This design comes from an exercise in tuning for small area, a short achievable clock period and few clock cycles per item on the open sky130 flow, not from production work.
Only simulation tests tie the RTL to the original design; equivalence was not proved.
Power and IR drop assume default switching activity.

## run a
==> flow/design.v <==
package fp_sincos_pkg;
	typedef logic [31:0] fp32_t;
	typedef logic signed [31:0] fix_t;
	localparam fp32_t QNAN = 32'h7FC0_0000;
	localparam int CORDIC_ITER = 30;
	localparam fix_t CORDIC_X0 = 32'sd652032874;
	localparam logic [31:0] PI_FIX = 32'd3373259426;
	localparam fix_t HALF_PI_FIX = 32'sd1686629713;
	localparam logic [31:0] ATAN0 = 32'd843314857;
	localparam logic [31:0] ATAN1 = 32'd497837829;
endpackage
module fp_sincos (
	input  logic                 clk,
	input  logic                 rst,
	input  logic                 ld_i,
	input  fp_sincos_pkg::fp32_t a_i,
	output fp_sincos_pkg::fp32_t sin_o,
	output fp_sincos_pkg::fp32_t cos_o,
	output logic                 done_o,
	output logic                 busy_o
);
	logic s_prep, s_run, s_pk0, s_pk1, s_pk2;
	logic busy_r, done_r;
	logic [4:0] cnt;
	logic [4:0] cnt_y;
	logic signed [31:0] x_r, y_r, z_r;
	logic sgn_r, half_r, inv_r, r1_r;
	logic [7:0]  a_exp;
	logic [22:0] a_frac;
	logic        a_e128, a_e127, a_inr, a_bad, a_gt, a_half, a_r1;
	logic [31:0] x_cap;
	logic [4:0]  cnt_cap;
	always_comb begin
		a_exp  = a_i[30:23];
		a_frac = a_i[22:0];
		a_e128 = (a_exp == 8'd128);
		a_e127 = (a_exp == 8'd127);
		a_inr  = (a_exp[7:5] == 3'b011);
		a_bad  = a_exp[7] & (|a_exp[6:0]);
		a_gt   = (a_frac > 23'h490FDA);
		a_half = a_e128 | (a_e127 & a_gt);
		a_r1   = a_half ? (a_i[30:0] < 31'h4016CBE4) : (a_i[30:0] >= 31'h3F490FDB);
		if (a_e128)
			x_cap = {1'b1, a_frac, 8'd0};
		else if (a_inr)
			x_cap = {2'b01, a_frac, 7'd0};
		else
			x_cap = '0;
		cnt_cap = a_exp[7] ? 5'd0 : ~a_exp[4:0];
	end
	logic        rot_pos;
	logic [31:0] xa_op, ya_op;
	logic        x_sub, y_sub;
	assign rot_pos = ~z_r[31];
	logic xs_r, ys_r;
	assign x_sub = xs_r;
	assign y_sub = ys_r;
	always_comb begin
		xa_op = s_pk0 ? 32'd0 : x_r;
		if (s_prep) begin
			case ({half_r, r1_r})
				2'b00: ya_op = 32'd0 - fp_sincos_pkg::ATAN0 + fp_sincos_pkg::ATAN1;
				2'b01: ya_op = 32'd0 - fp_sincos_pkg::ATAN0 - fp_sincos_pkg::ATAN1;
				2'b10: ya_op = fp_sincos_pkg::PI_FIX - fp_sincos_pkg::ATAN0 + fp_sincos_pkg::ATAN1;
				default: ya_op = fp_sincos_pkg::PI_FIX - fp_sincos_pkg::ATAN0 - fp_sincos_pkg::ATAN1;
			endcase
		end else if (s_pk0) begin
			ya_op = 32'd0;
		end else begin
			ya_op = y_r;
		end
	end
	logic [31:0] atan_v;
	always_comb begin
		case (cnt_y)
			5'd0: atan_v = 32'd843314857;
			5'd1: atan_v = 32'd497837829;
			5'd2: atan_v = 32'd263043837;
			5'd3: atan_v = 32'd133525159;
			5'd4: atan_v = 32'd67021687;
			5'd5: atan_v = 32'd33543516;
			5'd6: atan_v = 32'd16775851;
			5'd7: atan_v = 32'd8388437;
			5'd8: atan_v = 32'd4194283;
			5'd9: atan_v = 32'd2097149;
			5'd10: atan_v = 32'd1048576;
			5'd11: atan_v = 32'd524288;
			5'd12: atan_v = 32'd262144;
			5'd13: atan_v = 32'd131072;
			5'd14: atan_v = 32'd65536;
			5'd15: atan_v = 32'd32768;
			5'd16: atan_v = 32'd16384;
			5'd17: atan_v = 32'd8192;
			5'd18: atan_v = 32'd4096;
			5'd19: atan_v = 32'd2048;
			5'd20: atan_v = 32'd1024;
			5'd21: atan_v = 32'd512;
			5'd22: atan_v = 32'd256;
			5'd23: atan_v = 32'd128;
			5'd24: atan_v = 32'd64;
			5'd25: atan_v = 32'd32;
			5'd26: atan_v = 32'd16;
			5'd27: atan_v = 32'd8;
			5'd28: atan_v = 32'd4;
			5'd29: atan_v = 32'd2;
			default: atan_v = 32'd0;
		endcase
	end
	logic signed [31:0] x_m, y_m, x_sh, y_sh;
	assign y_m  = y_r ^ {32{x_sub}};
	assign x_m  = x_r ^ {32{y_sub}};
	assign y_sh = y_m >>> cnt_y;
	assign x_sh = x_m >>> cnt;
	logic [32:0] x_sum, y_sum, z_sum;
	logic [31:0] x_add, y_add, z_add;
	assign x_sum = {xa_op, x_sub} + {y_sh, x_sub};
	assign y_sum = {ya_op, y_sub} + {x_sh, y_sub};
	logic [31:0] z_op;
	assign z_op  = atan_v & {32{~s_pk2}};
	assign z_sum = {z_r, rot_pos} + {z_op ^ {32{rot_pos}}, rot_pos};
	assign x_add = x_sum[32:1];
	assign y_add = y_sum[32:1];
	assign z_add = z_sum[32:1];
	logic [31:0] x_add_rev, y_rev;
	always_comb begin
		x_add_rev[31] = 1'b0;
		y_rev[31]     = 1'b0;
		for (int i = 0; i < 31; i++) begin
			x_add_rev[i] = x_add[30 - i];
			y_rev[i]     = y_r[30 - i];
		end
	end
	logic [31:0] lz_w;
	logic [4:0]  lz_raw;
	logic        lz_pow2;
	logic [4:0]  lz_y;
	always_comb begin
		lz_w   = y_r ^ {32{y_r[31]}};
		lz_raw = 5'd31;
		for (int i = 0; i < 31; i++)
			if (lz_w[i])
				lz_raw = 5'(30 - i);
		lz_pow2 = y_r[31] & ~(|(lz_w[31:1] & ~lz_w[30:0]));
		lz_y    = lz_raw - 5'(lz_pow2);
	end
	logic [22:0] pk_frac;
	logic [4:0]  pk_p;
	logic        pk_sign;
	logic        pk_up;
	logic [30:0] pk_sum;
	logic [31:0] pk_out;
	always_comb begin
		for (int t = 0; t < 23; t++)
			pk_frac[t] = x_sh[23 - t];
		pk_p    = ~cnt;
		pk_sign = s_pk1 ? sgn_r : half_r;
		pk_up   = x_sh[24] & ((|x_sh[30:25]) | pk_frac[0]);
		pk_sum  = {3'b011, pk_p, pk_frac} + 31'(pk_up);
		if (inv_r)
			pk_out = fp_sincos_pkg::QNAN;
		else if (pk_p == 5'd0)
			pk_out = {pk_sign, 31'd0};
		else
			pk_out = {pk_sign, pk_sum};
	end
	logic go;
	assign go = ld_i & ~busy_r;
	always_ff @(posedge clk) begin
		if (rst) begin
			s_prep <= 1'b0;
			s_run  <= 1'b0;
			s_pk0  <= 1'b0;
			s_pk1  <= 1'b0;
			s_pk2  <= 1'b0;
			busy_r <= 1'b0;
			done_r <= 1'b0;
		end else begin
			s_prep <= go;
			s_run  <= s_prep | (s_run & (cnt != 5'd29));
			s_pk0  <= s_run & (cnt == 5'd29);
			s_pk1  <= s_pk0;
			s_pk2  <= s_pk1;
			done_r <= s_pk2;
			busy_r <= go | (busy_r & ~s_pk2);
		end
	end
	always_ff @(posedge clk) begin
		if (!busy_r) begin
			sgn_r  <= a_i[31];
			inv_r  <= a_bad | (a_e128 & a_gt);
			half_r <= a_half;
			r1_r   <= a_r1;
		end else if (s_pk0) begin
			sgn_r  <= sgn_r ^ y_r[31];
			half_r <= half_r ^ x_r[31];
		end
	end
	always_ff @(posedge clk) begin
		if (!busy_r)
			cnt <= cnt_cap;
		else if (s_prep)
			cnt <= 5'd2;
		else if (s_run)
			cnt <= (cnt == 5'd29) ? 5'd0 : cnt + 5'd1;
		else if (s_pk0 | s_pk1)
			cnt <= lz_y;
		else
			cnt <= 5'd31;
	end
	always_ff @(posedge clk) begin
		if (s_prep)
			cnt_y <= 5'd2;
		else if (s_run)
			cnt_y <= (cnt_y == 5'd29) ? 5'd0 : cnt_y + 5'd1;
		else
			cnt_y <= 5'd31;
	end
	always_ff @(posedge clk) begin
		if (!busy_r)
			x_r <= x_cap;
		else if (s_prep)
			x_r <= r1_r ? 32'd326016437 : 32'd978049311;
		else if (s_pk0)
			x_r <= x_add_rev;
		else if (s_pk1)
			x_r <= y_rev;
		else if (s_pk2)
			x_r <= pk_out;
		else
			x_r <= x_add;
	end
	always_ff @(posedge clk) begin
		if (s_prep)
			y_r <= r1_r ? 32'd978049311 : 32'd326016437;
		else
			y_r <= y_add;
	end
	logic [31:0] z_d;
	always_comb begin
		if (s_prep)
			z_d = y_add;
		else if (s_pk1)
			z_d = pk_out;
		else
			z_d = z_add;
	end
	always_ff @(posedge clk)
		z_r <= z_d;
	logic run_last;
	assign run_last = s_run & (cnt == 5'd29);
	always_ff @(posedge clk) begin
		xs_r <= run_last ? y_add[31] : ~z_d[31];
		if (go)
			ys_r <= a_half;
		else if (run_last)
			ys_r <= x_add[31];
		else
			ys_r <= (s_prep | s_run) & z_d[31];
	end
	assign cos_o  = x_r;
	assign sin_o  = z_r;
	assign done_o = done_r;
	assign busy_o = busy_r;
endmodule
Settings: LEC_CHECK=0, ABC_AREA=1, CAP_MARGIN=20, CORE_MARGIN=2, CORE_UTILIZATION=40, SETUP_SLACK_MARGIN=3.5, SLEW_MARGIN=20; clock period 8.5 ns.
run.sh (not shown) runs the stock make flow with config.mk's settings and CLKGATE_MAP_FILE= SYNTH_SCRIPT=/design/flow/synth_recipe.tcl, a recipe that flattens the netlist after the stock synthesis.
Testbench counts of run a, summed over its fixed seeds: cycles 16,896, items 512.
> inputs changed (run a -> run b)
--- a/flow/design.v
+++ b/flow/design.v
@@ -49,28 +49,29 @@
 		cnt_cap = a_exp[7] ? 5'd0 : ~a_exp[4:0];
 	end
 	logic        rot_pos;
 	logic [31:0] xa_op, ya_op;
 	logic        x_sub, y_sub;
 	assign rot_pos = ~z_r[31];
-	logic xs_r, ys_r;
-	assign x_sub = xs_r;
-	assign y_sub = ys_r;
 	always_comb begin
 		xa_op = s_pk0 ? 32'd0 : x_r;
+		x_sub = s_pk0 ? y_r[31] : rot_pos;
 		if (s_prep) begin
 			case ({half_r, r1_r})
 				2'b00: ya_op = 32'd0 - fp_sincos_pkg::ATAN0 + fp_sincos_pkg::ATAN1;
 				2'b01: ya_op = 32'd0 - fp_sincos_pkg::ATAN0 - fp_sincos_pkg::ATAN1;
 				2'b10: ya_op = fp_sincos_pkg::PI_FIX - fp_sincos_pkg::ATAN0 + fp_sincos_pkg::ATAN1;
 				default: ya_op = fp_sincos_pkg::PI_FIX - fp_sincos_pkg::ATAN0 - fp_sincos_pkg::ATAN1;
 			endcase
+			y_sub = half_r;
 		end else if (s_pk0) begin
 			ya_op = 32'd0;
+			y_sub = x_r[31];
 		end else begin
 			ya_op = y_r;
+			y_sub = ~rot_pos & s_run;
 		end
 	end
 	logic [31:0] atan_v;
 	always_comb begin
 		case (cnt_y)
 			5'd0: atan_v = 32'd843314857;
@@ -232,33 +233,19 @@
 	always_ff @(posedge clk) begin
 		if (s_prep)
 			y_r <= r1_r ? 32'd978049311 : 32'd326016437;
 		else
 			y_r <= y_add;
 	end
-	logic [31:0] z_d;
-	always_comb begin
+	always_ff @(posedge clk) begin
 		if (s_prep)
-			z_d = y_add;
+			z_r <= y_add;
 		else if (s_pk1)
-			z_d = pk_out;
-		else
-			z_d = z_add;
-	end
-	always_ff @(posedge clk)
-		z_r <= z_d;
-	logic run_last;
-	assign run_last = s_run & (cnt == 5'd29);
-	always_ff @(posedge clk) begin
-		xs_r <= run_last ? y_add[31] : ~z_d[31];
-		if (go)
-			ys_r <= a_half;
-		else if (run_last)
-			ys_r <= x_add[31];
-		else
-			ys_r <= (s_prep | s_run) & z_d[31];
+			z_r <= pk_out;
+		else
+			z_r <= z_add;
 	end
 	assign cos_o  = x_r;
 	assign sin_o  = z_r;
 	assign done_o = done_r;
 	assign busy_o = busy_r;
 endmodule
- Against run a, run b comes in 5.3% higher on synthesized cell count.
- Final weighted congestion in routability-driven placement: lower on run a
- | count of non-CTS inverters in the layout | lower: run a |
- Delta (run b minus run a): number of distinct library cell variants in the gate-level netlist after synthesis increased 1, starting utilization of the core area decreased 0.46 points, part of the total power dissipated in sequential elements decreased 1.9 points, setup skew after layout decreased 5.9 ps.
- Run a -> run b: total placed instance area increased by a few percent
- Taking run b over run a, the cell area ratio works out to 1.09.
Testbench counts of run b, summed over its fixed seeds: cycles 16,896, items 512.

-- static timing again, ports no longer ideal --
Ports are ideal in the flow. The routed layouts listed here were re-timed in OpenROAD. Step 1: set_driving_cell puts a clkbuf_16 on clk and a buf_2 on each other input, an assumption about the parent block. Step 2 adds t to the input delays and takes it off the output delays; t is the mean of the earliest and latest rising clock arrival at the registers after step 1. Input paths then give back, and output paths get back, about the clock's delay inside the block. a / b / c = ideal / step 1 / step 2; a / b = the first two.
run | shift t [ns] | setup WS [ns] | worst setup path at the end | latest minus earliest clock arrival (ns) | worst data-port slew with drivers (ns)
run a | 0.491 | 3.819 / 3.819 / 3.660 | input to register | 0.017 / 0.018 | 0.06
run b | 0.512 | 3.606 / 3.606 / 3.606 | register to register | 0.012 / 0.011 | 0.04
After both steps setup and hold are still met in every run listed. The setup slack of run a, which loses most, moves by 0.000 ns with the drivers and by -0.159 ns with both steps.
